Source: an optimization exercise on an open RTL-to-GDS flow (aim: small area and a short achievable clock period). Production flows keep margins and buffers that such runs may drop. At most, simulation tests tie the RTL to the original design; equivalence was not proved. Only the layout flow was run in runs 6 to 8; the RTL was not checked for function there. Power and IR-drop figures of this design are not reliable: the tool's default activity estimate is inflated in some of its runs.

## flow/design.v (module list and top-level ports; edited modules follow where they fit)
// module fp_round: 35 lines
// module fp_sub: 54 lines
// module fp_mul_array: 1935 lines
// module fp_mul: 26 lines
// module fp_class: 32 lines
// module fp_module: 82 lines
module fp_module (
    input  logic                     i_clk,
    input  logic                     i_rst,
    input  fp_format_pkg::fp_word_t  i_data_r1,
    input  fp_format_pkg::fp_word_t  i_data_r2,
    input  logic [5-1:0]      i_alu_ctrl,
    output fp_format_pkg::fp_word_t  o_data,
    output logic                     o_invalid
);
  // ...
==> flow/flow/run.sh <==
#!/bin/bash
set -euo pipefail
export BUFFER_PORTS_ARGS="-buffer_cell sky130_fd_sc_hd__buf_1"
R=orfs/results/sky130hd/fp_module/base
bash standard.sh synth > standard_synth.log 2>&1
cp $R/1_2_yosys.v yosys_netlist_standard.v
python3 flow/fixpol.py yosys_netlist_standard.v $R/1_2_yosys.v > fixpol.log 2>&1
rm -f $R/1_synth.odb $R/1_synth.sdc
bash standard.sh finish > standard_flow.log 2>&1
==> flow/flow/fixpol.py <==
#!/usr/bin/env python3
"""Remove inverters around full-adder cells in a flat sky130 netlist.

A full adder is self-dual: FA(~a,~b,~c) = (~sum, ~cout). Every inverter is
folded into the polarity of the net it drives, each full adder is then
flipped or not so that as few nets as possible are needed in complemented
form, and one inverter is put back for each net that still is.

usage: fixpol.py IN.v OUT.v
"""
import re, sys

src_text = open(sys.argv[1]).read()

inst_re = re.compile(r'^(\s*)(sky130_fd_sc_hd__\w+)\s+(\S+)\s*\((.*?)\);\n', re.S | re.M)
pin_re = re.compile(r'\.(\w+)\(\s*(.*?)\s*\)(?=\s*[,)]|\s*$)', re.S)

OUT_PINS = {'X', 'Y', 'SUM', 'COUT', 'Q', 'Q_N', 'HI', 'LO'}
def is_inv(t):
    return re.fullmatch(r'sky130_fd_sc_hd__(clk)?inv_\d+', t) is not None
XOR_PAIR = {}
for w in ('2',):
    for d in ('1', '2', '4'):
        XOR_PAIR[f'sky130_fd_sc_hd__xor{w}_{d}'] = f'sky130_fd_sc_hd__xnor{w}_{d}'
        XOR_PAIR[f'sky130_fd_sc_hd__xnor{w}_{d}'] = f'sky130_fd_sc_hd__xor{w}_{d}'
def is_xor(t):
    return t in XOR_PAIR
def is_fa(t):
    return re.fullmatch(r'sky130_fd_sc_hd__fa_\d+', t) is not None

cells = []   # dicts: type, name, pins (list of [pin, net])
pieces = []  # text pieces and cell indices in order
pos = 0
for m in inst_re.finditer(src_text):
    pieces.append(src_text[pos:m.start()])
    body = m.group(4)
    pins = [[p, n.strip()] for p, n in re.findall(r'\.(\w+)\(([^()]*)\)', body)]
    cells.append({'indent': m.group(1), 'type': m.group(2), 'name': m.group(3), 'pins': pins})
    pieces.append(len(cells) - 1)
    pos = m.end()
pieces.append(src_text[pos:])

driver = {}
for i, c in enumerate(cells):
    for p, n in c['pins']:
        if p in OUT_PINS:
            driver[n] = (i, p)

# canonical (source net, complemented) of each net, folding inverter chains
canon_cache = {}
def canon(n):
    if n in canon_cache:
        return canon_cache[n]
    d = driver.get(n)
    if d is not None and is_inv(cells[d[0]]['type']):
        a = [x for p, x in cells[d[0]]['pins'] if p == 'A'][0]
        s, pol = canon(a)
        r = (s, pol ^ 1)
    else:
        r = (n, 0)
    canon_cache[n] = r
    return r

port_nets = set()
hdr = re.findall(r'^\s*(?:output)\s+(?:\[[^\]]*\]\s*)?(\S+);', src_text, re.M)
for h in hdr:
    port_nets.add(h)

fa_ids = [i for i, c in enumerate(cells) if is_fa(c['type'])]
inv_ids = set(i for i, c in enumerate(cells) if is_inv(c['type']))
fa_index = {i: k for k, i in enumerate(fa_ids)}

# consumers: list of (cell index, pin index, source, pol)
consumers = []
for i, c in enumerate(cells):
    if i in inv_ids:
        continue
    for k, (p, n) in enumerate(c['pins']):
        if p in OUT_PINS:
            continue
        s, pol = canon(n)
        consumers.append((i, k, s, pol))

# inverter outputs that are also ports or feed non-cell uses: keep them simple by
# treating any port net driven by an inverter as a consumer of its source
port_consumers = []
for n in port_nets:
    d = driver.get(n)
    if d is not None and d[0] in inv_ids:
        s, pol = canon(n)
        port_consumers.append((n, s, pol))

flip = {i: 0 for i in fa_ids}
def src_flip(s):
    d = driver.get(s)
    if d is not None and d[0] in flip:
        return flip[d[0]]
    return 0

by_src = {}
for ci, (i, k, s, pol) in enumerate(consumers):
    by_src.setdefault(s, []).append(ci)
for (n, s, pol) in port_consumers:
    by_src.setdefault(s, []).append(('port', n, pol))

def need_inv(s):
    f = src_flip(s)
    for ci in by_src.get(s, []):
        if isinstance(ci, tuple):
            if ci[2] ^ f:
                return True
            continue
        i, k, _, pol = consumers[ci]
        if is_xor(cells[i]['type']):
            continue
        cf = flip.get(i, 0)
        if pol ^ cf ^ f:
            return True
    return False

fa_srcs = {}
for i in fa_ids:
    ss = set()
    for p, n in cells[i]['pins']:
        if p in OUT_PINS:
            ss.add(n)
        else:
            ss.add(canon(n)[0])
    fa_srcs[i] = ss

def local_cost(i):
    return sum(need_inv(s) for s in fa_srcs[i])

before = sum(need_inv(s) for s in by_src)
for it in range(20):
    changed = 0
    for i in fa_ids:
        c0 = local_cost(i)
        flip[i] ^= 1
        c1 = local_cost(i)
        if c1 < c0:
            changed += 1
        else:
            flip[i] ^= 1
    if not changed:
        break
after_srcs = [s for s in by_src if need_inv(s)]

def esc(n):
    return n + ' ' if n.startswith('\\') else n

# rewrite
newinv = {}
extra_wires = []
extra_cells = []
def comp_net(s):
    if s not in newinv:
        n = f'_fixpol_n{len(newinv)}_'
        newinv[s] = n
        extra_wires.append(n)
        extra_cells.append(f'  sky130_fd_sc_hd__inv_1 _fixpol_i{len(newinv)}_ (\n    .A({esc(s)}),\n    .Y({n})\n  );\n')
    return newinv[s]

ntoggle = 0
for (i, k, s, pol) in consumers:
    f = src_flip(s) ^ flip.get(i, 0) ^ pol
    if f and is_xor(cells[i]['type']):
        # an XOR absorbs a complemented input by becoming an XNOR, and back
        cells[i]['type'] = XOR_PAIR[cells[i]['type']]
        # xor cells drive X, xnor cells drive Y
        for pn in cells[i]['pins']:
            if pn[0] in ('X', 'Y'):
                pn[0] = 'Y' if 'xnor' in cells[i]['type'] else 'X'
        ntoggle += 1
        cells[i]['pins'][k][1] = s
        continue
    cells[i]['pins'][k][1] = comp_net(s) if f else s
# port nets driven by inverters: drive them with an assign-free buffer via inverter
port_fix = []
for (n, s, pol) in port_consumers:
    f = src_flip(s) ^ pol
    port_fix.append((n, s, f))

out = []
for pc in pieces:
    if isinstance(pc, str):
        out.append(pc)
        continue
    i = pc
    c = cells[i]
    if i in inv_ids:
        continue
    pins = ',\n'.join(f'    .{p}({esc(n)})' for p, n in c['pins'])
    out.append(f"{c['indent']}{c['type']} {c['name']} (\n{pins}\n  );\n")
text = ''.join(out)
add = ''.join(f'  wire {w};\n' for w in extra_wires)
add_cells = ''.join(extra_cells)
for (n, s, f) in port_fix:
    if f:
        add_cells += f'  sky130_fd_sc_hd__inv_1 _fixpol_p{len(add_cells)}_ (\n    .A({s}),\n    .Y({n})\n  );\n'
    else:
        add_cells += f'  sky130_fd_sc_hd__buf_1 _fixpol_p{len(add_cells)}_ (\n    .A({s}),\n    .X({n})\n  );\n'
idx = text.rfind('endmodule')
text = text[:idx] + add + add_cells + text[idx:]
open(sys.argv[2], 'w').write(text)
print(f'xor/xnor swaps {ntoggle}; inverters: {len(inv_ids)} before, {len(newinv)} after; flipped {sum(flip.values())} of {len(fa_ids)} full adders; needed {before} -> {len(after_srcs)}', file=sys.stderr)
==> flow/standard.sh <==
#!/bin/bash
# synth_recipe.tcl (not shown) runs the flow's synth.tcl, then flattens the netlist and writes it again
# the make line also repeats each setting of config.mk as NAME=value (left out here)
make -C /OpenROAD-flow-scripts/flow DESIGN_CONFIG=/design/flow/config.mk WORK_HOME=/design/flow/orfs CLKGATE_MAP_FILE= SYNTH_SCRIPT=/design/flow/synth_recipe.tcl "${@:-finish}"
==> flow/config.mk <==
export PLATFORM = sky130hd
export DESIGN_NAME = fp_module
export DESIGN_NICKNAME = fp_module
export VERILOG_FILES = /design/flow/design.v
export SDC_FILE = /design/flow/constraint.sdc
export NUM_CORES = 4
export LEC_CHECK = 0
export ABC_AREA = 1
export CAP_MARGIN = 20
export CORE_MARGIN = 2
export CORE_UTILIZATION = 40
export SETUP_SLACK_MARGIN = 4
export SLEW_MARGIN = 20
==> flow/constraint.sdc <==
create_clock -name core_clock -period 17.0 [get_ports {i_clk}]
set_input_delay 3.4000 -clock core_clock [delete_from_list [all_inputs] [get_ports {i_clk}]]
set_output_delay 3.4000 -clock core_clock [all_outputs]
set_load 0.01 [all_outputs]
==> flow_results.org, run 1 <==
** Status
- The flow ran to the end and the layout has no timing, DRC or antenna violations.

** Placed design
- Detailed placement ended at an HPWL of 68.25 mm.
- In this run, placement finished with an instance count of 4,179.
- Standard cell area after detailed placement :: 0.02469 mm²

** Cells and area
- Ratio of cells with drive above 1 in the final layout :: 12.29%
- Final-layout fill cell count :: 6,143
- Nonclk buf count :: 274
- The number of multi-input combinational cells in the layout is 2,754.
- Most common cell after layout, fill and taps aside :: sky130_fd_sc_hd__nand2_1
- Antenna diode count :: 1

** Drt
- Number of antenna-violating nets in the routed design :: 0
- Drt first-iter violations :: 2,446
- Detailed Routing Iterations Pass 1 :: 8
- Met1 wire length :: 36.75 mm
- Routed wire length :: 92.16 mm

** STA
- Worst slack on hold paths :: 3550 ps
- Maximum frequency from static timing analysis :: 80.36 MHz
- Setup repair after global routing missed its margin :: no
- Final period util :: 73.20%

** Clocking
- Maximum root-to-sink buffer count :: 2
- TritonCTS built the clock tree.
- Buffers inserted to repair hold after CTS numbered 0.

** Floorplan
- The initial utilization of the core area, before any placement, comes to 40.30%.
- Across the placement rows, the number of tap cells is 773.

** Min path
- Capture endpoint of the worst hold path :: o_data[7]

** Setup path
- Crit path arrival time :: 12,590 ps
- Number of buffer and inverter stages on the critical path :: 6
- Maximum net fanout on the critical path :: 13

** Global route
- The first global-routing pass estimated 139.5 mm of wire.
- Global routing consumed, on the met2 layer, 47.74% of the routing resources.
==> run 2, diff against run 1 <==
--- a/flow/config.mk
+++ b/flow/config.mk
@@ -11,3 +11,3 @@
 export CORE_UTILIZATION = 40
-export SETUP_SLACK_MARGIN = 4
+export SETUP_SLACK_MARGIN = 3.5
 export SLEW_MARGIN = 20
==> flow_results.org, run 2 <==
** STA
- Post-route minimum period :: 12,880 ps
- The hold violation total from the final report was 0.
- Setup total negative slack :: 0 ps
- Setup repair after global routing left no endpoint under its margin.
- Least setup slack across all paths after layout :: 4116 ps
- Relative slew slack :: 37.18%
- Maximum frequency from static timing analysis :: 77.62 MHz (-3.4%)
- Number of setup violations in the final report :: 0
- Final period util :: 75.79% (+2.6 points)
- Final Max Tran Viols :: 0
- Slew of the pin with the lowest slew margin :: 941.2 ps

** Drt
- The total wire length after detailed routing is 90.62 mm (-1.7%).
- Drt first-iter violations :: 2,499 (+2.2%)
- For this run, design rule violations remaining after detail routing come to 0.
- Using the TritonRoute via totals, the vias-per-cell ratio works out to 5.800.
- The count of TritonRoute iterations in the first routing pass came to 6 (-2).
- Number of antenna-violating nets in the routed design :: 0 (unchanged)
- Wirelength per Cell :: 21.27 µm
- Summing over every cut layer, the via total after detailed routing is 24,710.

** Placed design
- The number of cells after detailed placement was 4,179 (unchanged).
- Worst slack after detailed placement :: 1438 ps
- Buffers placed on the I/O ports in this run total 103.
- The HPWL after detailed placement is 68.25 mm (unchanged).
- At the end of routability-driven placement, the weighted congestion stood at 0.9886.

** Floorplan
- Starting density of the core :: 40.30% (unchanged)
- The initialized floorplan defines 89 standard-cell rows.
- In this run the horizontal extent of the chip is 247.4 µm.
- Ports placed on the boundary :: 104
- Die area :: 0.06120 mm²
- Area inside the core boundary :: 0.05880 mm²
- Chip Height :: 247.4 µm

** Setup path
- The peak fanout along the critical path is 26 (+13).
- STA puts the critical path data required time at 17,140 ps.
- Kind of critical path :: primary input to flop
- Setup crit end kind :: flop
- Worst-path cell with the longest stage delay :: sky130_fd_sc_hd__fa_1
- Delay of the slowest critical-path stage :: 600 ps
- The worst setup path is launched from a primary input.
- Among the stages of the critical path, the cell type that occurs most often is sky130_fd_sc_hd__nand2_1.
- The data arrival time of the critical path came to 13,030 ps (+440 ps).

** Cells and area
- Most common cell after layout, fill and taps aside :: sky130_fd_sc_hd__nand2_1
- The share of post-route cells with drive strength above 1 came to 9.180% (-3.1 points).
- Fin nets :: 3,981
- Highest-count cells in the layout ignoring fill and taps :: sky130_fd_sc_hd__nand2_1 (568), sky130_fd_sc_hd__inv_1 (435), sky130_fd_sc_hd__xor2_1 (313)
- The count of cells in the finished layout, fillers not included, comes to 4,260.
- The largest registers in the layout are o_data: 32 flops, o_invalid: 1 flops.
- Largest register by flop count :: o_data
- Flip-flop count of the largest register, all copies and words added :: 32
- At the end of the flow the core is filled with cells to 43.91%.
- Syn-to-layout area delta :: 8.944%

** Clocking
- The hold-fix buffer count after cts came to 0 (unchanged).
- The clock net in this run drives a total of 33 sinks.
- TritonCTS built the clock tree.
- Maximum root-to-sink buffer count :: 2 (unchanged)
- Buffers inserted during clock tree synthesis total 5.
- Buffer cell driving the clock tree root :: sky130_fd_sc_hd__clkbuf_16
- The H-tree was split into 2 levels.
- Clock-pin slew was measured on the worst setup and hold paths at 50 ps.

** Global route
- Global-route wire length before repair :: 138.1 mm (-0.99%)
- Across every metal layer, demand over resource in global routing totals 29.04%.
- The total overflow left after global routing is 0.
- The number of global-route vias before repair was 23,960.
- Maximum number of pins on one net before global-route repair :: 50
- The number of antenna violations at the first check in global routing came to 3.

** Min path
- In this run the worst hold path is classified as primary input to flop.

** Run
- Max-capacitance violation count :: 0

** Logic synthesis
- Post-Synthesis Net Count :: 3,937
- Syn Std Cell Area :: 0.02370 mm²
- Number of warnings printed during yosys synthesis :: 5
- Synthesized netlist cell count :: 3,442
- Mean post-synth cell area :: 6.885 µm²

** Status
- The flow ran to the end and the layout has no timing, DRC or antenna violations.

** Power
run 2: per-layer routing:
| metal | GRT usage, % | vias to the layer above | routed length (µm) |
|---|---|---|---|
| met1 | 37.65 | 11660 | 36880 |
| met4 | 10.81 | 4 | 4024 |
| li1 | - | 11510 | - |
| met5 | 0 | - | 27 |
| met3 | 6.520 | 259 | 9037 |
| met2 | 47.13 | 1280 | 40660 |
run 2: worst max-delay path: cells and delay by family:
family / cells / cell delay, ps
compound gates: 10 / 1770
xor+xnor: 2 / 440
fa+ha+maj: 7 / 3190
buf+inv: 10 / 1360
simple gates: 22 / 2790
run 2: cell type report:
type	count	area, µm²
diodes	1	2.502
clock buffers	6	138.9
clock inverters	1	7.507
fillers	6193	32980
inverters	455	1775
multi-input cells	2752	20800
flip-flops and latches	33	660.6
well taps	773	967.2
repair buffers	226	1388
repair inverters	13	80.08
run 2: path summary, 6_finish.rpt:
kind                       from    endpoint  slack (ps)  cells after the start
setup / recovery   i_data_r2[1]  o_data[30]        4120                     51
hold / removal    i_alu_ctrl[2]   o_data[7]        3550                      5
run 2: metrics by stage:
step	area (µm²)	hold WS, ps
detailed placement	24690	3787
global route	25820	3586
finish	25820	3552
CTS	25050	3556
global placement	24690	3787
floorplan	23700	3563
run 2: what timing repair did:
action / CTS / global route
pin swaps: 3 / 7
setup endpoints to repair: 33 / 33
resized for setup: 31 / 88
cloned: 8 / 11
setup buffers: 7 / 47
==> run 3, diff against run 2 <==
--- a/flow/config.mk
+++ b/flow/config.mk
@@ -11,3 +11,3 @@
 export CORE_UTILIZATION = 40
-export SETUP_SLACK_MARGIN = 3.5
+export SETUP_SLACK_MARGIN = 4.5
 export SLEW_MARGIN = 20
==> flow_results.org, run 3 <==
** Status
- Result of the run :: no timing/DRC/antenna violations

** STA
- Final Max Tran Viols :: 0 (unchanged)
- The minimum clock period after layout was 12,250 ps (-633.4 ps).
- Least setup slack across all paths after layout :: 4750 ps (+633.4 ps)
- The measured slew at the worst slew-check pin was 1090 ps (+149.3 ps).
- The setup TNS was 0 ps (unchanged).
- Relative slew slack :: 26.63% (-11 points)
- Maximum frequency from static timing analysis :: 81.63 MHz (+5.2%)
- The portion of the clock cycle consumed by the worst path in the final layout was 72.06% (-3.7 points).
- Number of setup violations in the final report :: 0 (unchanged)
- Final count of hold timing violations :: 0 (unchanged)
- Setup repair after global routing could not meet its margin everywhere.

** Floorplan
- Die area :: 0.06120 mm² (unchanged)
- Number of standard-cell rows in the floorplan :: 89 (unchanged)
- Starting density of the core :: 40.30% (unchanged)
- The area of the core was 0.05880 mm² (unchanged).
- The height of the die came to 247.4 µm (unchanged).
- Die extent in x :: 247.4 µm (unchanged)
- The number of top-level design ports was 104 (unchanged).

** Cells and area
- Fin nets :: 4,090 (+2.7%)
- The register with the most flip-flops in the final layout is o_data.
- The total inserted antenna cells was 0 (-1).
- The library cells used most frequently in the layout, excluding fill and tap cells, are sky130_fd_sc_hd__nand2_1 (542), sky130_fd_sc_hd__inv_1 (411), sky130_fd_sc_hd__xor2_1 (309).
- Most common cell after layout, fill and taps aside :: sky130_fd_sc_hd__nand2_1
- Ratio of cells with drive above 1 in the final layout :: 17.52% (+8.3 points)
- Syn-to-layout area delta :: 18.49%
- The number of flip-flops in the largest register came to 32 (unchanged).
- Top Registers :: o_data: 32 flops, o_invalid: 1 flops

** Logic synthesis
- Syn Std Cell Area :: 0.02370 mm² (unchanged)
- Post-Synthesis Net Count :: 3,937 (unchanged)
- Synthesized netlist cell count :: 3,442 (unchanged)
- The average footprint of a synthesized cell came to 6.885 µm² (unchanged).
- The count of synthesis-stage warnings from yosys is 5 (unchanged).

** Drt
- The total wire length after detailed routing is 96.49 mm (+6.5%).
- The via density per instance came to 5.891 (+1.6%).
- Drt first-iter violations :: 2,511 (+0.48%)
- Detailed Routing Iterations Pass 1 :: 6 (unchanged)
- Wirelength per Cell :: 22.09 µm (+3.8%)
- The number of antenna-violating nets in the routed design came to 0 (unchanged).
- # DRC :: 0 (unchanged)
- Total via count after detailed routing :: 25,740 (+4.2%)

** Setup path
- Cell class contributing the biggest share of worst-path delay :: adder cells
- The critical path in this run is classified as primary input to flop.
- Setup crit end kind :: flop
- Crit path arrival time :: 12,410 ps (-620 ps)
- Number of buffer and inverter stages on the critical path :: 6 (-4)
- Startpoint class of the critical path :: primary input
- The slowest stage of the critical path belongs to the cell sky130_fd_sc_hd__fa_1.
- The peak fanout along the critical path was 15 (-42%).
- The required time reported for the critical path endpoint came to 17,160 ps (+20 ps).
- Worst path most repeated cell :: sky130_fd_sc_hd__fa_1
- The maximum single-stage delay on the critical path was 530 ps (-70 ps).

** Placed design
- The number of port buffers came to 103 (unchanged).
- The HPWL after detailed placement is 68.85 mm (+0.87%).
- Gpl congestion :: 0.9649 (-2.4%)
- Worst slack after detailed placement :: 1761 ps (+323.4 ps)

** Global route
- The number of global-route vias before repair is 24,500 (+2.3%).
- The leftover overflow at the end of global routing is 0 (unchanged).
- The global-route usage over all layers was 30.51% (+1.5 points).
- The number of antenna violations at the first check in global routing was 2 (-1).
- Maximum number of pins on one net before global-route repair :: 50 (unchanged)
- The first-pass GRT wire length came to 144.5 mm (+4.6%).

** Clocking
- Clock tree synthesis selected as its root buffer the cell sky130_fd_sc_hd__clkbuf_16.
- Hold_buf cts :: 0 (unchanged)
- The number of buffers created by CTS was 5 (unchanged).
- CTS tree :: done
- The number of sinks driven by the clock tree came to 33 (unchanged).
- Maximum root-to-sink buffer count :: 2 (unchanged)
- Clock slew seen by the registers of the worst setup and hold paths :: 60 ps (about the same)
- The number of H-tree levels came to 2 (unchanged).

** Run
- The max-cap check violation count is 0 (unchanged).

** Min path
- In this run the worst hold path is classified as primary input to flop.
-- run 3: tightest hold or removal path: stages --
cell and delay, ps:
sky130_fd_sc_hd__buf_1 80, sky130_fd_sc_hd__nand3_1 140, sky130_fd_sc_hd__nor2_1 80, sky130_fd_sc_hd__nand3_1 70
sky130_fd_sc_hd__a21oi_1 60
-- run 3: timing repair --
action,4_1_cts,5_1_grt
gates cloned,24,11
gates resized for setup,185,261
endpoints found under the setup margin,33,33
pin swaps,23,118
hold endpoints to repair,0,0
setup buffers,57,96
-- run 3: layout make-up --
class                   instances  area, µm²
multi-input cells            2756      21930
flip-flops and latches         33      660.6
well taps                     773      967.2
clock inverters                 3      68.82
repair buffers                325       2379
inverters                     455       1817
fillers                      5994      30720
clock buffers                   5      125.1
repair inverters               19      127.6
-- run 3: per-stage QoR --
stage	instance area [µm²]	hold WS (ps)	std cells	util, %
final	28080	3601	4369	47.75
after global routing	28080	3627	4369	47.75
after CTS	26150	3588	4262	44.47
after detailed placement	24640	3787	4173	41.92
after global placement	24640	3786	4173	41.92
after floorplan	23720	3563	3442	-
-- run 3: path summary, 6_finish.rpt --
check | end | slack (ps) | cells after the start | startpoint
max | o_data[30] | 4750 | 41 | i_data_r1[5]
min | o_data[7] | 3600 | 5 | i_alu_ctrl[2]
-- run 3: per-layer routing --
metal,global-route usage [%],wire (µm)
met4,12.36,5085
met3,5.461,9794
met1,39.85,38210
met5,0,27
met2,49.75,43380
==> run 4, diff against run 3 <==
--- a/flow/flow/run.sh
+++ b/flow/flow/run.sh
@@ -2,2 +2,3 @@
 set -euo pipefail
+export RECOVER_POWER=100
 export BUFFER_PORTS_ARGS="-buffer_cell sky130_fd_sc_hd__buf_1"
--- a/flow/config.mk
+++ b/flow/config.mk
@@ -11,3 +11,3 @@
 export CORE_UTILIZATION = 40
-export SETUP_SLACK_MARGIN = 4.5
+export SETUP_SLACK_MARGIN = 4
 export SLEW_MARGIN = 20
==> flow_results.org, run 4 <==
** Status
- Result of the run :: no timing/DRC/antenna violations

** Setup path
- Logic depth of the worst path, buffers included :: 58 (+41%)
- Setup crit start :: i_data_r2[11]
- STA classifies the critical path startpoint as a primary input.
- Maximum net fanout on the critical path :: 27 (+12)
- Kind of critical path :: primary input to flop
- The most critical setup path has its endpoint at o_data[30].
- Among cell families on the critical path, the largest total delay comes from simple AND/OR/NAND/NOR gates.
- The maximum single-stage delay on the critical path is 860 ps (+330 ps).
- Worst-path cell with the longest stage delay :: sky130_fd_sc_hd__clkbuf_1
- Crit path arrival time :: 14,170 ps (+1760 ps)
- Number of buffer and inverter stages on the critical path :: 11 (+5)
- STA classifies the critical path endpoint as a flop.
- The required time reported for the critical path endpoint came to 17,140 ps (-20 ps).
- In this design, the critical path's most frequently occurring cell is sky130_fd_sc_hd__nand2_1.

** Global route
- Global Route met3 Usage :: 6.823% (+1.4 points)
- Residual overflow from global routing :: 0 (unchanged)
- Global routing met1 resource utilization :: 37.77% (-2.1 points)
- Routing usage on met2 :: 47.74% (-2.0 points)
- Most utilized layer in the global route result :: met2
- Global-route wire length before repair :: 139.5 mm (-3.5%)
- Antenna violations before repair :: 3 (+1)
- The global-route usage over all layers is 29.36% (-1.1 points).
- The number of global-route vias before repair was 24,120 (-1.5%).
- Maximum number of pins on one net before global-route repair :: 50 (unchanged)

** Drt
- The number of antenna-violating nets in the routed design is 0 (unchanged).
- # DRC :: 0 (unchanged)
- The number of design-rule violations left by the first detailed-router iteration is 2,446 (-2.6%).
- Wirelength per Cell :: 21.38 µm (-3.2%)
- The total wire length after detailed routing came to 92.23 mm (-4.4%).
- Total via count after detailed routing :: 25,040 (-2.7%)
- Via/cell ratio :: 5.804 (-1.5%)
- The count of TritonRoute iterations in the first routing pass was 6 (unchanged).

** Cells and area
- The area of combinational cells with multiple inputs is 0.02110 mm² (-3.8%).
- Most common cell after layout, fill and taps aside :: sky130_fd_sc_hd__nand2_1
- The largest registers in the layout are o_data: 32 flops, o_invalid: 1 flops.
- The share of post-route cells with drive strength above 1 is 12.06% (-5.5 points).
- Final-layout fill cell count :: 6,148 (+2.6%)
- The design area is 0.02658 mm² (-5.4%).
- Largest register by flop count :: o_data
- The number of flip-flops in the largest register was 32 (unchanged).
- Area taken by flip-flops and latches :: 660.6 µm² (unchanged)
- Highest-count cells in the layout ignoring fill and taps :: sky130_fd_sc_hd__nand2_1 (566), sky130_fd_sc_hd__inv_1 (425), sky130_fd_sc_hd__xor2_1 (312)
- The final cell utilization of the core was 45.20% (-2.6 points).
- Fin nets :: 4,035 (-1.3%)
- Syn-to-layout area delta :: 12.15%

** STA
- The minimum clock period after layout is 14,030 ps (+1779 ps).
- Relative slew slack :: 21.89% (-4.7 points)
- Final Max Tran Viols :: 0 (unchanged)
- Setup repair after global routing left no endpoint under its margin.
- The final setup violation count was 0 (unchanged).
- The measured slew at the worst slew-check pin is 1172 ps (+81.11 ps).
- The achievable frequency is 71.28 MHz (-13%).
- Setup total negative slack :: 0 ps (unchanged)
- Final count of hold timing violations :: 0 (unchanged)
- Final period util :: 82.53% (+10 points)

** Clocking
- The buffer depth of the longest clock path came to 2 (unchanged).
- Number of H-tree levels :: 2 (unchanged)
- The number of buffers created by CTS is 5 (unchanged).
- The hold-fix buffer count after cts came to 0 (unchanged).
- Number of sinks driven by the clock tree :: 33 (unchanged)
- In this run the clock root is driven by a sky130_fd_sc_hd__clkbuf_16.
- TritonCTS built the clock tree.
- Clock slew seen by the registers of the worst setup and hold paths :: 50 ps (about the same)

** Min path
- Min-delay worst type :: primary input to flop

** Floorplan
- The area of the core is 0.05880 mm² (unchanged).
- The starting density of the core was 40.30% (unchanged).
- The number of top-level design ports came to 104 (unchanged).
- Die area :: 0.06120 mm² (unchanged)
- The horizontal extent of the die came to 247.4 µm (unchanged).
- Chip Height :: 247.4 µm (unchanged)
- Number of standard-cell rows in the floorplan :: 89 (unchanged)

** Logic synthesis
- The count of synthesis-stage warnings from yosys was 5 (unchanged).
- The average footprint of a synthesized cell was 6.885 µm² (unchanged).
- Synthesized netlist cell count :: 3,442 (unchanged)
- Syn Std Cell Area :: 0.02370 mm² (unchanged)
- Post-Synthesis Net Count :: 3,937 (unchanged)

** Placed design
- The number of port buffers was 103 (unchanged).
- HPWL reported at the end of detailed placement :: 68.25 mm (-0.86%)
- The post-placement cell area came to 0.02469 mm² (+0.18%).
- The placer congestion estimate was 0.9886 (+2.5%).

** Run
- Max-capacitance violation count :: 0 (unchanged)
[run 4: final cells by class]
type | instances | share of cell area [%]
sequential | 33 | 2.486
clock buffer | 6 | 0.5226
timing repair inverter | 17 | 0.4049
clock inverter | 1 | 0.02825
multi-input combinational | 2754 | 79.41
tap | 773 | 3.639
inverter | 455 | 6.780
timing repair buffer | 274 | 6.718
antenna | 1 | 0.009416
[run 4: metal layers]
metal / wire [µm] / vias to the layer above
met3: 9183 / 293
met5: 22 / -
met2: 41220 / 1297
met1: 37280 / 11830
met4: 4522 / 4
li1: - / 11620
[run 4: how the worst min path moves through the flow]
stage | start | end | slack (ps) | cells past startpoint
floorplan | i_data_r1[31] | o_data[0] | 3560 | 2
global placement | o_data[26] | o_data[26] | 3790 | 1
detailed placement | o_data[18] | o_data[18] | 3790 | 1
CTS | i_alu_ctrl[2] | o_data[7] | 3560 | 5
global route | i_alu_ctrl[2] | o_data[7] | 3590 | 5
finish | i_alu_ctrl[2] | o_data[7] | 3550 | 5
[run 4: stage by stage]
step                      hold WS [ps]  std cells  setup slack [ps]
after floorplan                   3563       3442              4228
after global placement            3787       4179              1715
after detailed placement          3787       4179              1438
after CTS                         3556       4229              3984
after global routing              3586       4314              2003
final                             3550       4314              2970
[run 4: timing repair]
action,CTS,global route
pin swaps,5,38
endpoints found under the setup margin,33,33
setup buffers,31,71
gates cloned,12,13
gates resized for setup,64,162
==> run 5, diff against run 4 <==
--- a/flow/flow/run.sh
+++ b/flow/flow/run.sh
@@ -2,3 +2,2 @@
 set -euo pipefail
-export RECOVER_POWER=100
 export BUFFER_PORTS_ARGS="-buffer_cell sky130_fd_sc_hd__buf_1"
--- a/flow/config.mk
+++ b/flow/config.mk
@@ -10,3 +10,4 @@
 export CORE_MARGIN = 2
-export CORE_UTILIZATION = 40
+export CORE_UTILIZATION = 65
+export PLACE_DENSITY = 0.75
 export SETUP_SLACK_MARGIN = 4
==> flow_results.org, run 5 <==
** Clocking
- Maximum root-to-sink buffer count :: 2 (unchanged)
- The number of sinks driven by the clock tree came to 33 (unchanged).
- Number of H-tree levels :: 2 (unchanged)
- In this run the clock root is driven by a sky130_fd_sc_hd__clkbuf_16.
- The register clock-pin slew on the reported worst setup and hold paths came to 50 ps (about the same).
- The number of buffers created by CTS was 5 (unchanged).
- TritonCTS built the clock tree.

** Setup path
- Worst-path cell with the longest stage delay :: sky130_fd_sc_hd__clkinvlp_2
- Kind of critical path :: primary input to flop
- The worst setup path is launched from a primary input.
- The data arrival time of the critical path is 13,130 ps (-1040 ps).
- Required time at the worst-slack endpoint :: 17,170 ps (+30 ps)
- Delay of the slowest critical-path stage :: 970 ps (+110 ps)
- The peak fanout along the critical path came to 13 (-52%).
- Worst path most repeated cell :: sky130_fd_sc_hd__inv_1
- Setup crit end kind :: flop

** Drt
- Via/cell ratio :: 6.704 (+16%)
- The overall via count from detail_route is 26,790 (+7.0%).
- Routed wire length :: 95.33 mm (+3.4%)
- The number of design-rule violations left by the first detailed-router iteration was 3,711 (+52%).
- The count of TritonRoute iterations in the first routing pass is 11 (+5).
- Number of antenna-violating nets in the routed design :: 0 (unchanged)
- The residual DRC count was 0 (unchanged).
- The routed length per placed instance was 23.86 µm (+12%).

** Global route
- Global-route wire length before repair :: 142.6 mm (+2.2%)
- The leftover overflow at the end of global routing was 0 (unchanged).
- The number of global-route vias before repair came to 26,440 (+9.6%).
- The largest net degree at the start of global routing was 50 (unchanged).
- Overall Global Routing Usage :: 47.69% (+18 points)
- Antenna violations before repair :: 4 (+1)

** Logic synthesis
- Post-Synthesis Net Count :: 3,937 (unchanged)
- Number of warnings printed during yosys synthesis :: 5 (unchanged)
- The average footprint of a synthesized cell came to 6.885 µm² (unchanged).
- The post-synthesis instance area was 0.02370 mm² (unchanged).
- The synthesized netlist cell count was 3,442 (unchanged).

** Cells and area
- Compared with the post-synthesis result, the final layout area differs by 10.84%.
- The largest registers in the layout are o_data: 32 flops, o_invalid: 1 flops.
- Final-layout fill cell count :: 2,839 (-54%)
- The share of post-route cells with drive strength above 1 was 11.91% (-0.15 points).
- Largest register by flop count :: o_data
- Antenna diode count :: 0 (-1)
- Leaving out fill and tap cells, the most frequent cells in the layout are sky130_fd_sc_hd__nand2_1 (556), sky130_fd_sc_hd__inv_1 (426), sky130_fd_sc_hd__xor2_1 (314).
- The final net count is 4,029 (-0.15%).
- Post-layout utilization of the core :: 73.49% (+28 points)
- Flip-flop count of the largest register, all copies and words added :: 32 (unchanged)
- Most common cell after layout, fill and taps aside :: sky130_fd_sc_hd__nand2_1

** Floorplan
- Starting density of the core :: 66.30% (+26 points)
- The row count was 69 (-22%).
- Ports placed on the boundary :: 104 (unchanged)
- The horizontal extent of the die was 194.9 µm (-21%).
- The total die area came to 0.03800 mm² (-38%).
- The area of the core is 0.03574 mm² (-39%).
- Chip Height :: 194.9 µm (-21%)

** STA
- Worst slack on hold paths :: 3584 ps (+33.67 ps)
- Setup repair after global routing missed its margin :: no
- Relative slew slack :: 22.73% (+0.83 points)
- Final count of hold timing violations :: 0 (unchanged)
- Final Max Tran Viols :: 0 (unchanged)
- The achievable frequency was 77.18 MHz (+8.3%).
- Final period util :: 76.22% (-6.3 points)
- Post-route minimum period :: 12,960 ps (-1073 ps)
- Setup total negative slack :: 0 ps (unchanged)
- The measured slew at the worst slew-check pin was 1148 ps (-23.09 ps).
- Number of setup violations in the final report :: 0 (unchanged)

** Min path
- The hold path depth was 5 (unchanged).
- The startpoint identified for the worst hold timing path is i_alu_ctrl[2].
- The worst hold path terminates at o_data[0].
- Min-delay worst type :: primary input to flop

** Run
- Max-capacitance violation count :: 0 (unchanged)

** Placed design
- Gpl congestion :: 1.015 (+2.7%)
- The number of port buffers came to 103 (unchanged).
- HPWL reported at the end of detailed placement :: 67.05 mm (-1.8%)

** Status
- The run finished with no timing, DRC or antenna violations.
run 5: stage by stage:
| stage | cell area, µm² | cells | worst slack (ps) |
|---|---|---|---|
| 3_3_place_gp | 24160 | 3851 | 1745 |
| 3_5_place_dp | 24160 | 3851 | 1285 |
| 5_1_grt | 26270 | 3996 | 3743 |
| 6_report | 26270 | 3996 | 4043 |
| 2_1_floorplan | 23700 | 3442 | 4228 |
| 4_1_cts | 24940 | 3903 | 4003 |
run 5: what timing repair did:
item                                    CTS  global route
pin swaps                                 5            33
gates resized for setup                  76           163
cloned                                   14            18
endpoints found under the setup margin   33            33
setup buffers                            30            75
hold buffers                              0             0
run 5: worst max-delay path: cells and delay by family:
family,cells,cell delay [ps]
AOI/OAI and AO/OA,10,2380
xor gates and xnor gates,1,200
adders and majority gates,8,3280
buffers and inverters,11,2070
and+or+nand+nor,16,1780
run 5: worst max-delay path by stage:
stage / start / end / slack [ps] / depth (start not counted)
after floorplan: i_data_r2[3] / o_data[16] / 4230 / 55
after CTS: i_data_r1[23] / o_data[30] / 4000 / 63
after global placement: i_data_r2[3] / o_data[22] / 1750 / 62
after detailed placement: i_data_r2[21] / o_data[22] / 1290 / 58
final: i_data_r1[4] / o_invalid / 4040 / 46
after global routing: i_data_r1[0] / o_invalid / 3740 / 58
run 5: layer usage:
layer	vias to the layer above	global-route usage [%]	routed length, µm
met3	816	13.38	12710
met4	8	34.44	9827
met5	-	0	53
li1	11620	-	-
met1	12250	54.59	31740
met2	2100	76.71	41000
run 5: cell type report:
type | instances | area, µm² | share of cell area (%)
Multi-Input combinational cell | 2757 | 21170 | 80.59
Clock buffer | 7 | 142.6 | 0.5431
Sequential cell | 33 | 660.6 | 2.515
Tap cell | 461 | 576.8 | 2.196
Timing Repair inverter | 19 | 127.6 | 0.4859
Clock inverter | 1 | 30.03 | 0.1143
Inverter | 455 | 1798 | 6.845
Timing Repair Buffer | 263 | 1762 | 6.707
==> module fp_round, before the edit <==
module fp_round (
    input  logic        i_norm_sign,
    input  logic [9:0]  i_norm_exp,
    input  logic [26:0] i_norm_sig,
    input  logic        i_norm_zero,
    output logic [31:0] o_result,
    output logic        o_range_invalid
);
    logic [22:0] frac;
    logic        round_up;
    logic [23:0] frac_inc;
    logic [23:0] ones_below;
    logic        carry;
    logic        ovf;
    logic        unf;
    logic        normal;
    logic [7:0]  exp_out;
    assign frac     = i_norm_sig[25:3];
    assign round_up = i_norm_sig[2] & (i_norm_sig[1] | i_norm_sig[0] | frac[0]);
    always_comb begin
        ones_below[0] = 1'b1;
        for (int i = 1; i < 24; i++) begin
            ones_below[i] = ones_below[i-1] & frac[i-1];
        end
    end
    assign frac_inc = {1'b0, frac} ^ ({24{round_up}} & ones_below);
    assign carry    = round_up & ones_below[23];
    assign ovf    = ~i_norm_zero & ~i_norm_exp[9] & (i_norm_exp[8] | (&i_norm_exp[7:0]));
    assign unf    = ~i_norm_zero & (i_norm_exp[9] | (i_norm_exp[8:0] == 9'd0));
    assign normal = ~i_norm_zero & ~ovf & ~unf;
    assign exp_out = i_norm_exp[7:0] + {7'd0, carry};
    assign o_result = normal ? {i_norm_sign, exp_out, frac_inc[22:0]} :
                      ovf    ? {i_norm_sign, 8'hff, 23'd0} : 32'd0;
    assign o_range_invalid = ovf | unf | (normal & carry & (i_norm_exp[7:0] == 8'd254));
endmodule
==> module fp_mul, before the edit <==
module fp_mul (
    input  logic [31:0] i_a,
    input  logic [31:0] i_b,
    output logic        o_norm_sign,
    output logic [9:0]  o_norm_exp,
    output logic [26:0] o_norm_sig,
    output logic        o_norm_zero
);
    logic [23:0] sig_a;
    logic [23:0] sig_b;
    logic [47:0] product;
    logic [9:0]  exp_sum;
    assign sig_a = {(i_a[30:23] != 8'd0), i_a[22:0]};
    assign sig_b = {(i_b[30:23] != 8'd0), i_b[22:0]};
    fp_mul_array u_array (
        .a (sig_a),
        .b (sig_b),
        .p (product)
    );
    assign exp_sum = {2'b00, i_a[30:23]} + {2'b00, i_b[30:23]} - 10'd127;
    assign o_norm_zero = (i_a[30:0] == 31'd0) || (i_b[30:0] == 31'd0);
    assign o_norm_sign = i_a[31] ^ i_b[31];
    assign o_norm_sig  = product[47] ? {product[47:22], |product[21:0]}
                                     : {product[46:21], |product[20:0]};
    assign o_norm_exp  = exp_sum + {9'd0, product[47]};
endmodule
==> run 6, diff against run 5 <==
--- a/flow/design.v
+++ b/flow/design.v
@@ -16,2 +16,25 @@
 endpackage
+module fp_ones_below #(
+    parameter int W = 24
+) (
+    input  logic [W-2:0] i_bits,
+    output logic [W-1:0] o_ones
+);
+    localparam int L = $clog2(W);
+    logic [W-1:0] lv [0:L];
+    assign lv[0] = {i_bits, 1'b1};
+    genvar l, i;
+    generate
+        for (l = 0; l < L; l++) begin : g_lv
+            for (i = 0; i < W; i++) begin : g_bit
+                if (((i >> l) & 1) == 1) begin : g_and
+                    assign lv[l+1][i] = lv[l][i] & lv[l][((i >> l) << l) - 1];
+                end else begin : g_pass
+                    assign lv[l+1][i] = lv[l][i];
+                end
+            end
+        end
+    endgenerate
+    assign o_ones = lv[L];
+endmodule
 module fp_round (
@@ -33,10 +56,6 @@
     logic [7:0]  exp_out;
+    logic [7:0]  exp_p1;
     assign frac     = i_norm_sig[25:3];
     assign round_up = i_norm_sig[2] & (i_norm_sig[1] | i_norm_sig[0] | frac[0]);
-    always_comb begin
-        ones_below[0] = 1'b1;
-        for (int i = 1; i < 24; i++) begin
-            ones_below[i] = ones_below[i-1] & frac[i-1];
-        end
-    end
+    fp_ones_below #(.W(24)) u_ones (.i_bits(frac), .o_ones(ones_below));
     assign frac_inc = {1'b0, frac} ^ ({24{round_up}} & ones_below);
@@ -46,3 +65,4 @@
     assign normal = ~i_norm_zero & ~ovf & ~unf;
-    assign exp_out = i_norm_exp[7:0] + {7'd0, carry};
+    assign exp_p1  = i_norm_exp[7:0] + 8'd1;
+    assign exp_out = carry ? exp_p1 : i_norm_exp[7:0];
     assign o_result = normal ? {i_norm_sign, exp_out, frac_inc[22:0]} :
@@ -2052,2 +2072,3 @@
     logic [9:0]  exp_sum;
+    logic [9:0]  exp_sum_p1;
     assign sig_a = {(i_a[30:23] != 8'd0), i_a[22:0]};
@@ -2059,3 +2080,4 @@
     );
-    assign exp_sum = {2'b00, i_a[30:23]} + {2'b00, i_b[30:23]} - 10'd127;
+    assign exp_sum    = {2'b00, i_a[30:23]} + {2'b00, i_b[30:23]} - 10'd127;
+    assign exp_sum_p1 = exp_sum + 10'd1;
     assign o_norm_zero = (i_a[30:0] == 31'd0) || (i_b[30:0] == 31'd0);
@@ -2064,3 +2086,3 @@
                                      : {product[46:21], |product[20:0]};
-    assign o_norm_exp  = exp_sum + {9'd0, product[47]};
+    assign o_norm_exp  = product[47] ? exp_sum_p1 : exp_sum;
 endmodule
--- a/flow/config.mk
+++ b/flow/config.mk
@@ -10,4 +10,3 @@
 export CORE_MARGIN = 2
-export CORE_UTILIZATION = 65
-export PLACE_DENSITY = 0.75
+export CORE_UTILIZATION = 40
 export SETUP_SLACK_MARGIN = 4
==> flow_results.org, run 6 <==
** Status
- Result of the run :: no timing/DRC/antenna violations

** Floorplan
- The starting density of the core is 40.41% (-26 points).
- The height of the die came to 251.0 µm (+29%).
- The row count was 90 (+30%).
- The number of top-level design ports came to 104 (unchanged).
- The horizontal extent of the die came to 251.0 µm (+29%).
- Area inside the core boundary :: 0.06036 mm² (+69%)
- The total die area is 0.06298 mm² (+66%).

** Cells and area
- In the final layout, the registers with the most flip-flops are o_data: 32 flops, o_invalid: 1 flops.
- Leaving out fill and tap cells, the most frequent cell in the layout is sky130_fd_sc_hd__nand2_1.
- The design area came to 0.02626 mm² (about the same).
- Final-layout fill cell count :: 6,471 (+130%)
- Flip-flop count of the largest register, all copies and words added :: 32 (unchanged)
- Highest-count cells in the layout ignoring fill and taps :: sky130_fd_sc_hd__nand2_1 (641), sky130_fd_sc_hd__inv_1 (441), sky130_fd_sc_hd__xor2_1 (324)
- The number of non-filler instances in the completed layout came to 4,352 (+8.9%).
- Relative to the synthesized area, the layout overhead comes to 7.637%.
- The share of post-route cells with drive strength above 1 is 8.095% (-3.8 points).
- Largest register by flop count :: o_data
- Antenna diode count :: 0 (unchanged)
- Fin nets :: 4,066 (+0.92%)

** Logic synthesis
- The synthesized netlist cell count is 3,554 (+3.3%).
- Mean post-synth cell area :: 6.864 µm² (-0.30%)
- Syn Std Cell Area :: 0.02439 mm² (+2.9%)
- Post-Synthesis Net Count :: 4,051 (+2.9%)
- Number of warnings printed during yosys synthesis :: 6 (+1)

** Clocking
- TritonCTS built the clock tree.
- Maximum root-to-sink buffer count :: 2 (unchanged)
- The number of buffers created by CTS was 5 (unchanged).
- Clock tree synthesis selected as its root buffer the cell sky130_fd_sc_hd__clkbuf_16.
- Clock slew seen by the registers of the worst setup and hold paths :: 50 ps (about the same)
- The number of sinks driven by the clock tree was 33 (unchanged).
- Number of H-tree levels :: 2 (unchanged)

** Min path
- In this run the most critical hold path is launched from i_data_r1[22].
- Min-delay worst type :: primary input to flop

** STA
- Number of setup violations in the final report :: 0 (unchanged)
- The minimum clock period after layout is 12,300 ps (-656.8 ps).
- The achievable frequency is 81.30 MHz (+5.3%).
- Setup total negative slack :: 0 ps (unchanged)
- Final Max Tran Viols :: 0 (unchanged)
- The hold violation total from the final report is 0 (unchanged).
- Relative slew slack :: 32.91% (+10 points)
- Setup repair after global routing left no endpoint under its margin.
- The portion of the clock cycle consumed by the worst path in the final layout was 72.35% (-3.9 points).
- The measured slew at the worst slew-check pin came to 998.0 ps (-150.5 ps).

** Global route
- Residual overflow from global routing :: 0 (unchanged)
- The first-pass GRT wire length is 144.5 mm (+1.3%).
- The number of antenna violations at the first check in global routing came to 1 (-3).
- The number of global-route vias before repair is 24,500 (-7.3%).
- Maximum number of pins on one net before global-route repair :: 46 (-8.0%)
- Overall Global Routing Usage :: 29.28% (-18 points)

** Setup path
- Required time at the worst-slack endpoint :: 17,190 ps (+20 ps)
- The peak fanout along the critical path was 28 (+15).
- Worst-path cell with the longest stage delay :: sky130_fd_sc_hd__ha_2
- Setup crit end kind :: flop
- Startpoint class of the critical path :: primary input
- Delay of the slowest critical-path stage :: 420 ps (-550 ps)
- Tracing the worst setup path back leads to its startpoint at i_data_r1[26].
- Kind of critical path :: primary input to flop
- Crit path arrival time :: 12,490 ps (-640 ps)
- The cell that appears most often on the critical path is sky130_fd_sc_hd__nand2_1.

** Placed design
- Cell total after placement :: 4,306 (+12%)
- HPWL reported at the end of detailed placement :: 70.35 mm (+4.9%)
- The post-placement cell area is 0.02546 mm² (+5.4%).
- The number of port buffers is 103 (unchanged).
- Gpl congestion :: 0.9481 (-6.6%)

** Run
- Max-capacitance violation count :: 0 (unchanged)

** Drt
- Number of antenna-violating nets in the routed design :: 0 (unchanged)
- The via density per instance came to 5.816 (-13%).
- # DRC :: 0 (unchanged)
- Total via count after detailed routing :: 25,310 (-5.5%)
- The count of TritonRoute iterations in the first routing pass is 8 (-3).
- The routed length per placed instance was 21.56 µm (-9.6%).
- Routed wire length :: 93.85 mm (-1.6%)
- Drt first-iter violations :: 2,579 (-31%)
==> run 6: worst paths after layout <==
check,depth (start not counted),end,slack [ps]
min,4,o_data[9],3540
max,56,o_data[22],4700
==> run 6: cell type report <==
cell class	count	area [µm²]	area share (%)
Sequential cell	33	660.6	2.516
Multi-Input combinational cell	2863	21470	81.78
Timing Repair Buffer	208	1234	4.699
Clock inverter	3	17.52	0.06671
Clock buffer	5	125.1	0.4765
Inverter	453	1742	6.633
Tap cell	782	978.4	3.726
Timing Repair inverter	5	27.53	0.1048
==> run 6: layer usage <==
metal  track usage (%)  routed length, µm
met5                 0                  0
met4             11.46               4643
met2             49.29              43330
met1             37.98              38330
met3             4.038               7546
==> run 6: stage by stage <==
stage                     utilization [%]  setup WS [ps]  hold WS (ps)
after global routing                43.50           3925          3550
after detailed placement            42.18           2807          3792
after global placement              42.17           2954          3792
after floorplan                         -           5119          3511
final                               43.50           4700          3538
after CTS                           42.60           3909          3515
==> run 6: what timing repair did <==
item	4_1_cts	5_1_grt
resized for setup	13	79
gates cloned	6	6
setup endpoints to repair	33	33
pin swaps	2	7
buffers inserted	1	25
hold buffers	0	0
==> run 6: critical path: cells and delay by family <==
family / cells / cell delay [ps]
buf+inv: 8 / 1340
xor+xnor: 2 / 340
fa+ha+maj: 4 / 1270
simple gates: 26 / 3420
compound gates: 16 / 2680
==> run 7, diff against run 6 <==
--- a/flow/config.mk
+++ b/flow/config.mk
@@ -11,3 +11,3 @@
 export CORE_UTILIZATION = 40
-export SETUP_SLACK_MARGIN = 4
+export SETUP_SLACK_MARGIN = 3.5
 export SLEW_MARGIN = 20
==> flow_results.org, run 7 <==
** Setup path
- STA classifies the critical path startpoint as a primary input.
- Cell class contributing the biggest share of worst-path delay :: adder cells
- Number of buffer and inverter stages on the critical path :: 10 (+2)
- Crit path arrival time :: 12,890 ps (+400 ps)
- Worst path most repeated cell :: sky130_fd_sc_hd__fa_1
- Maximum net fanout on the critical path :: 32 (+14%)
- Setup crit end kind :: flop
- Capturing element of the worst setup path :: o_data[22]
- The required time reported for the critical path endpoint came to 17,190 ps (about the same).
- Delay of the slowest critical-path stage :: 540 ps (+120 ps)
- The critical path depth was 41 (-27%).
- Setup crit start :: i_data_r2[24]
- Kind of critical path :: primary input to flop
- For this design, the slowest cell found on the critical path is sky130_fd_sc_hd__fa_1.

** Global route
- The number of antenna violations at the first check in global routing came to 1 (unchanged).
- Residual overflow from global routing :: 0 (unchanged)
- Via count of the first global-routing pass :: 24,390 (-0.47%)
- Global-route wire length before repair :: 144.0 mm (-0.35%)
- The largest net degree at the start of global routing was 47 (+2.2%).
- The global-route usage over all layers came to 29.18% (-0.10 points).

** Cells and area
- The largest registers in the layout are o_data: 32 flops, o_invalid: 1 flops.
- Antenna diode count :: 0 (unchanged)
- Leaving out fill and tap cells, the most frequent cells in the layout are sky130_fd_sc_hd__nand2_1 (642), sky130_fd_sc_hd__inv_1 (445), sky130_fd_sc_hd__xor2_1 (324).
- Largest register by flop count :: o_data
- The number of flip-flops in the largest register came to 32 (unchanged).
- Ratio of cells with drive above 1 in the final layout :: 7.030% (-1.1 points)
- Most common cell after layout, fill and taps aside :: sky130_fd_sc_hd__nand2_1
- Fin nets :: 4,052 (-0.34%)
- Layout Cells excl Fill :: 4,338 (-0.32%)
- Post-layout utilization of the core :: 43.05% (-0.45 points)
- Syn-to-layout area delta :: 6.514%

** Placed design
- Port-buffer cells :: 103 (unchanged)
- The number of cells after detailed placement came to 4,306 (unchanged).
- The HPWL after detailed placement is 70.35 mm (unchanged).
- Gpl congestion :: 0.9481 (unchanged)

** Floorplan
- The total die area was 0.06298 mm² (unchanged).
- The row count was 90 (unchanged).
- Die extent in x :: 251.0 µm (unchanged)
- The area of the core is 0.06036 mm² (unchanged).
- The height of the die came to 251.0 µm (unchanged).
- Ports placed on the boundary :: 104 (unchanged)
- The starting density of the core is 40.41% (unchanged).

** STA
- The portion of the clock cycle consumed by the worst path in the final layout was 74.67% (+2.3 points).
- The minimum clock period after layout came to 12,690 ps (+393.4 ps).
- Maximum frequency from static timing analysis :: 78.78 MHz (-3.1%)
- The hold violation total from the final report was 0 (unchanged).
- Slew of the pin with the lowest slew margin :: 1052 ps (+53.94 ps)
- The final setup violation count came to 0 (unchanged).
- Final Max Tran Viols :: 0 (unchanged)
- Setup total negative slack :: 0 ps (unchanged)
- Relative slew slack :: 29.29% (-3.6 points)
- Setup repair after global routing left no endpoint under its margin.

** Clocking
- Buffer cell driving the clock tree root :: sky130_fd_sc_hd__clkbuf_16
- Clock slew seen by the registers of the worst setup and hold paths :: 50 ps (about the same)
- Maximum root-to-sink buffer count :: 2 (unchanged)
- CTS tree :: done
- Number of H-tree levels :: 2 (unchanged)
- Hold_buf cts :: 0 (unchanged)
- Clock buffers created by TritonCTS :: 5 (unchanged)
- The number of sinks driven by the clock tree came to 33 (unchanged).

** Min path
- Min-delay worst type :: primary input to flop

** Drt
- # DRC :: 0 (unchanged)
- The total wire length after detailed routing was 93.73 mm (-0.12%).
- Number of antenna-violating nets in the routed design :: 0 (unchanged)
- The count of TritonRoute iterations in the first routing pass was 7 (-1).
- The number of design-rule violations left by the first detailed-router iteration came to 2,569 (-0.39%).
- Total via count after detailed routing :: 25,180 (-0.51%)
- The via density per instance is 5.805 (-0.19%).
- Wirelength per Cell :: 21.61 µm (+0.20%)

** Logic synthesis
- The count of synthesis-stage warnings from yosys was 6 (unchanged).
- The average footprint of a synthesized cell was 6.864 µm² (unchanged).
- The synthesized netlist cell count came to 3,554 (unchanged).
- Post-Synthesis Net Count :: 4,051 (unchanged)
- Syn Std Cell Area :: 0.02439 mm² (unchanged)

** Status
- Result of the run :: no timing/DRC/antenna violations

** Run
- The max-cap check violation count was 0 (unchanged).
-- run 7: how the worst min path moves through the flow --
stage | cells past startpoint | end | startpoint | slack, ps
floorplan | 1 | o_data[0] | i_rst | 3510
global placement | 1 | o_data[0] | o_data[0] | 3790
detailed placement | 1 | o_data[0] | o_data[0] | 3790
global route | 4 | o_data[9] | i_data_r1[22] | 3550
CTS | 4 | o_data[14] | i_alu_ctrl[2] | 3510
finish | 4 | o_data[9] | i_data_r1[22] | 3540
-- run 7: stage by stage --
stage | area [µm²] | setup slack [ps] | hold WS (ps)
finish | 25980 | 4306 | 3537
global route | 25980 | 3518 | 3550
CTS | 25640 | 3539 | 3515
detailed placement | 25460 | 2807 | 3792
global placement | 25450 | 2954 | 3792
floorplan | 24390 | 5119 | 3511
-- run 7: final cells by class --
cell class / instances / area [µm²]
flip-flops and latches: 33 / 660.6
fillers: 6493 / 34380
repair buffers: 195 / 1114
repair inverters: 4 / 22.52
well taps: 782 / 978.4
inverters: 453 / 1730
multi-input cells: 2863 / 21330
clock inverters: 3 / 17.52
clock buffers: 5 / 125.1
-- run 7: what timing repair did --
item,4_1_cts,5_1_grt
pin swaps,1,4
resized for setup,2,44
buffers inserted,0,14
endpoints found under the hold margin,0,0
cloned,3,7
endpoints found under the setup margin,33,33
-- run 7: routing by layer --
metal / up-vias / part of all wire (%) / track usage [%] / wire length [µm]
li1: 11790 / - / - / -
met1: 11980 / 41 / 38.00 / 38430
met2: 1172 / 47 / 49.05 / 43700
met3: 239 / 7.8 / 3.903 / 7334
met4: 0 / 4.6 / 11.38 / 4268
met5: - / 0 / 0 / 0
==> run 8, diff against run 7 <==
--- a/flow/config.mk
+++ b/flow/config.mk
@@ -11,3 +11,3 @@
 export CORE_UTILIZATION = 40
-export SETUP_SLACK_MARGIN = 3.5
+export SETUP_SLACK_MARGIN = 4.5
 export SLEW_MARGIN = 20
==> flow_results.org, run 8 <==
** Status
- The flow ran to the end and the layout has no timing, DRC or antenna violations.

** Setup path
- Broken down by cell family, the worst path's largest delay share belongs to adder cells.
- The worst setup path is of the primary input to flop kind.
- Worst path most repeated cell :: sky130_fd_sc_hd__fa_1
- Worst-path cell with the longest stage delay :: sky130_fd_sc_hd__fa_1
- The peak fanout along the critical path came to 32 (unchanged).
- Crit path arrival time :: 12,080 ps (-810 ps)
- Number of buffer and inverter stages on the critical path :: 10 (unchanged)
- Required time at the worst-slack endpoint :: 17,140 ps (-50 ps)
- The worst setup path is captured at a flop.
- The critical path depth is 41 (unchanged).
- Startpoint class of the critical path :: primary input
- The maximum single-stage delay on the critical path is 540 ps (about the same).

** Placed design
- The HPWL after detailed placement is 70.35 mm (unchanged).
- The placer congestion estimate is 0.9481 (unchanged).
- The number of port buffers came to 103 (unchanged).

** Cells and area
- The number of flip-flops in the largest register is 32 (unchanged).
- Antenna diode count :: 0 (unchanged)
- o_data holds more flip-flops than any other register.
- Most common cell after layout, fill and taps aside :: sky130_fd_sc_hd__nand2_1
- The area growth from synthesis to layout is 9.694%.
- Leaving out fill and tap cells, the most frequent cells in the layout are sky130_fd_sc_hd__nand2_1 (636), sky130_fd_sc_hd__inv_1 (435), sky130_fd_sc_hd__xor2_1 (322).
- The share of post-route cells with drive strength above 1 came to 9.811% (+2.8 points).
- In the final layout, the registers with the most flip-flops are o_data: 32 flops, o_invalid: 1 flops.
- Fin nets :: 4,094 (+1.0%)

** Run
- Max-capacitance violation count :: 0 (unchanged)

** Floorplan
- Chip Height :: 251.0 µm (unchanged)
- The number of top-level design ports was 104 (unchanged).
- Die area :: 0.06298 mm² (unchanged)
- The starting density of the core is 40.41% (unchanged).
- The area of the core is 0.06036 mm² (unchanged).
- The horizontal extent of the die is 251.0 µm (unchanged).
- The row count is 90 (unchanged).

** Global route
- Residual overflow from global routing :: 0 (unchanged)
- The number of antenna violations at the first check in global routing was 1 (unchanged).
- Via count of the first global-routing pass :: 24,620 (+0.96%)
- Overall Global Routing Usage :: 29.41% (+0.23 points)
- Maximum number of pins on one net before global-route repair :: 46 (-2.1%)
- Global-route wire length before repair :: 145.1 mm (+0.75%)

** Clocking
- Clock slew seen by the registers of the worst setup and hold paths :: 50 ps (about the same)
- Maximum root-to-sink buffer count :: 2 (unchanged)
- The number of buffers created by CTS is 5 (unchanged).
- Hold_buf cts :: 0 (unchanged)
- The root buffer cell chosen for the clock tree is sky130_fd_sc_hd__clkbuf_16.
- CTS tree :: done
- Number of H-tree levels :: 2 (unchanged)
- The number of sinks driven by the clock tree was 33 (unchanged).

** STA
- The worst hold slack is 3541 ps (+4.460 ps).
- The achievable frequency came to 83.79 MHz (+6.4%).
- The tightest slew margin relative to the limit is 31.02% (+1.7 points).
- The portion of the clock cycle consumed by the worst path in the final layout was 70.21% (-4.5 points).
- The final setup violation count was 0 (unchanged).
- Final Max Tran Viols :: 0 (unchanged)
- Final count of hold timing violations :: 0 (unchanged)
- The minimum clock period after layout came to 11,940 ps (-758.4 ps).
- The measured slew at the worst slew-check pin came to 1026 ps (-25.85 ps).
- Setup repair after global routing missed its margin :: no
- Setup total negative slack :: 0 ps (unchanged)

** Logic synthesis
- Mean post-synth cell area :: 6.864 µm² (unchanged)
- Synthesized netlist cell count :: 3,554 (unchanged)
- Post-Synthesis Net Count :: 4,051 (unchanged)
- The post-synthesis instance area is 0.02439 mm² (unchanged).
- The count of synthesis-stage warnings from yosys is 6 (unchanged).

** Drt
- Detailed Routing Iterations Pass 1 :: 6 (-1)
- The via density per instance was 5.810 (about the same).
- Drt first-iter violations :: 2,709 (+5.4%)
- The routed length per placed instance came to 21.69 µm (+0.37%).
- Routed wire length :: 94.99 mm (+1.3%)
- The residual DRC count was 0 (unchanged).
- The number of antenna-violating nets in the routed design is 0 (unchanged).
- The overall via count from detail_route was 25,450 (+1.1%).

** Min path
- The hold path depth came to 4 (unchanged).
- Min-delay worst type :: primary input to flop
## run 8: cell types whose count changed in the layout (fill, tap and decap cells not counted), moves of 5 or more
cell	before	now
sky130_fd_sc_hd__buf_4	89	116
sky130_fd_sc_hd__o21ai_2	4	15
sky130_fd_sc_hd__inv_1	445	435
sky130_fd_sc_hd__clkinvlp_4	10	18
sky130_fd_sc_hd__ha_4	0	6
sky130_fd_sc_hd__nand2_1	642	636
sky130_fd_sc_hd__o21ai_0	116	110
sky130_fd_sc_hd__o21ai_1	30	24
sky130_fd_sc_hd__buf_1	99	94
sky130_fd_sc_hd__ha_1	171	166
## run 8: metal layers
layer	GRT usage, %	part of all wire (%)	wire length (µm)	up-vias
li1	-	-	-	11890
met1	38.35	41	38880	12050
met2	49.16	46	43990	1232
met3	3.862	7.9	7550	271
met4	12.04	4.8	4574	0
met5	0	0	0	-
## run 8: path summary, 6_finish.rpt
check	startpoint	to	slack, ps
worst max-delay path	i_data_r2[24]	o_data[31]	5060
worst min-delay path	i_data_r1[22]	o_data[9]	3540
## run 8: area by class of cell
cell class	count	area, µm²
multi-input combinational	2866	21730
timing repair buffer	232	1456
clock inverter	3	17.52
sequential	33	660.6
tap	782	978.4
inverter	453	1753
clock buffer	5	125.1
timing repair inverter	6	37.54
fill	6390	33600
## run 8: stage by stage
stage | cell area [µm²] | worst slack, ps | cells | utilization, %
after floorplan | 24390 | 5119 | 3554 | -
after global placement | 25450 | 2954 | 4306 | 42.17
after detailed placement | 25460 | 2807 | 4306 | 42.18
after CTS | 25940 | 4511 | 4335 | 42.97
after global routing | 26760 | 4451 | 4380 | 44.33
final | 26760 | 5065 | 4380 | 44.33
## run 8: tightest hold or removal path, cell delays in order
cell,delay [ps]
sky130_fd_sc_hd__buf_1,70
sky130_fd_sc_hd__buf_4,160
sky130_fd_sc_hd__nand2_1,70
sky130_fd_sc_hd__a21oi_1,60
## run 8: timing repair
item,CTS,global route
resized for setup,44,111
cloned,9,8
setup buffers,12,37
endpoints found under the hold margin,0,0
endpoints found under the setup margin,33,33
pin swaps,4,18

static timing again, ports no longer ideal:
No port has a modelled driver above. Below, the same layouts with a new extraction and two added sets of constraints.
Step 1 sets driving cells, clkbuf_16 on the clock port and buf_2 on the other inputs (assumed; they add their load-dependent delay and slew).
Step 2 adds t to the input delays and takes it off the output delays; t is the mean of the earliest and latest rising clock arrival at the registers after step 1. Input paths then give back, and output paths get back, about the clock's delay inside the block.
a / b / c = ideal ports / drivers / drivers and shift; a / b = the first two.
| run | t, ns | setup slack, ns | worst hold slack (ns) | latest minus earliest clock arrival (ns) | cell pins on the clock port's net |
|---|---|---|---|---|---|
| run 1 | 0.302 | 4.556 / 4.564 / 4.261 | 3.550 / 3.538 / 3.807 | 0.006 / 0.007 | 1 |
| run 2 | 0.303 | 4.116 / 4.127 / 3.824 | 3.552 / 3.540 / 3.805 | 0.006 / 0.006 | 1 |
| run 3 | 0.305 | 4.750 / 4.753 / 4.448 | 3.601 / 3.590 / 3.804 | 0.006 / 0.007 | 1 |
| run 4 | 0.302 | 2.970 / 2.968 / 2.666 | 3.550 / 3.538 / 3.806 | 0.006 / 0.006 | 1 |
| run 5 | 0.305 | 4.043 / 4.040 / 3.735 | 3.584 / 3.574 / 3.802 | 0.006 / 0.006 | 1 |
| run 6 | 0.312 | 4.700 / 4.592 / 4.280 | 3.538 / 3.526 / 3.810 | 0.002 / 0.002 | 1 |
| run 7 | 0.312 | 4.306 / 4.284 / 3.972 | 3.537 / 3.525 / 3.809 | 0.002 / 0.002 | 1 |
| run 8 | 0.310 | 5.065 / 5.039 / 4.729 | 3.541 / 3.531 / 3.811 | 0.004 / 0.004 | 1 |
After both steps setup and hold are still met in every run listed. For run 6, which loses most, drivers alone change the setup slack by -0.108 ns; drivers and shift together by -0.420 ns.
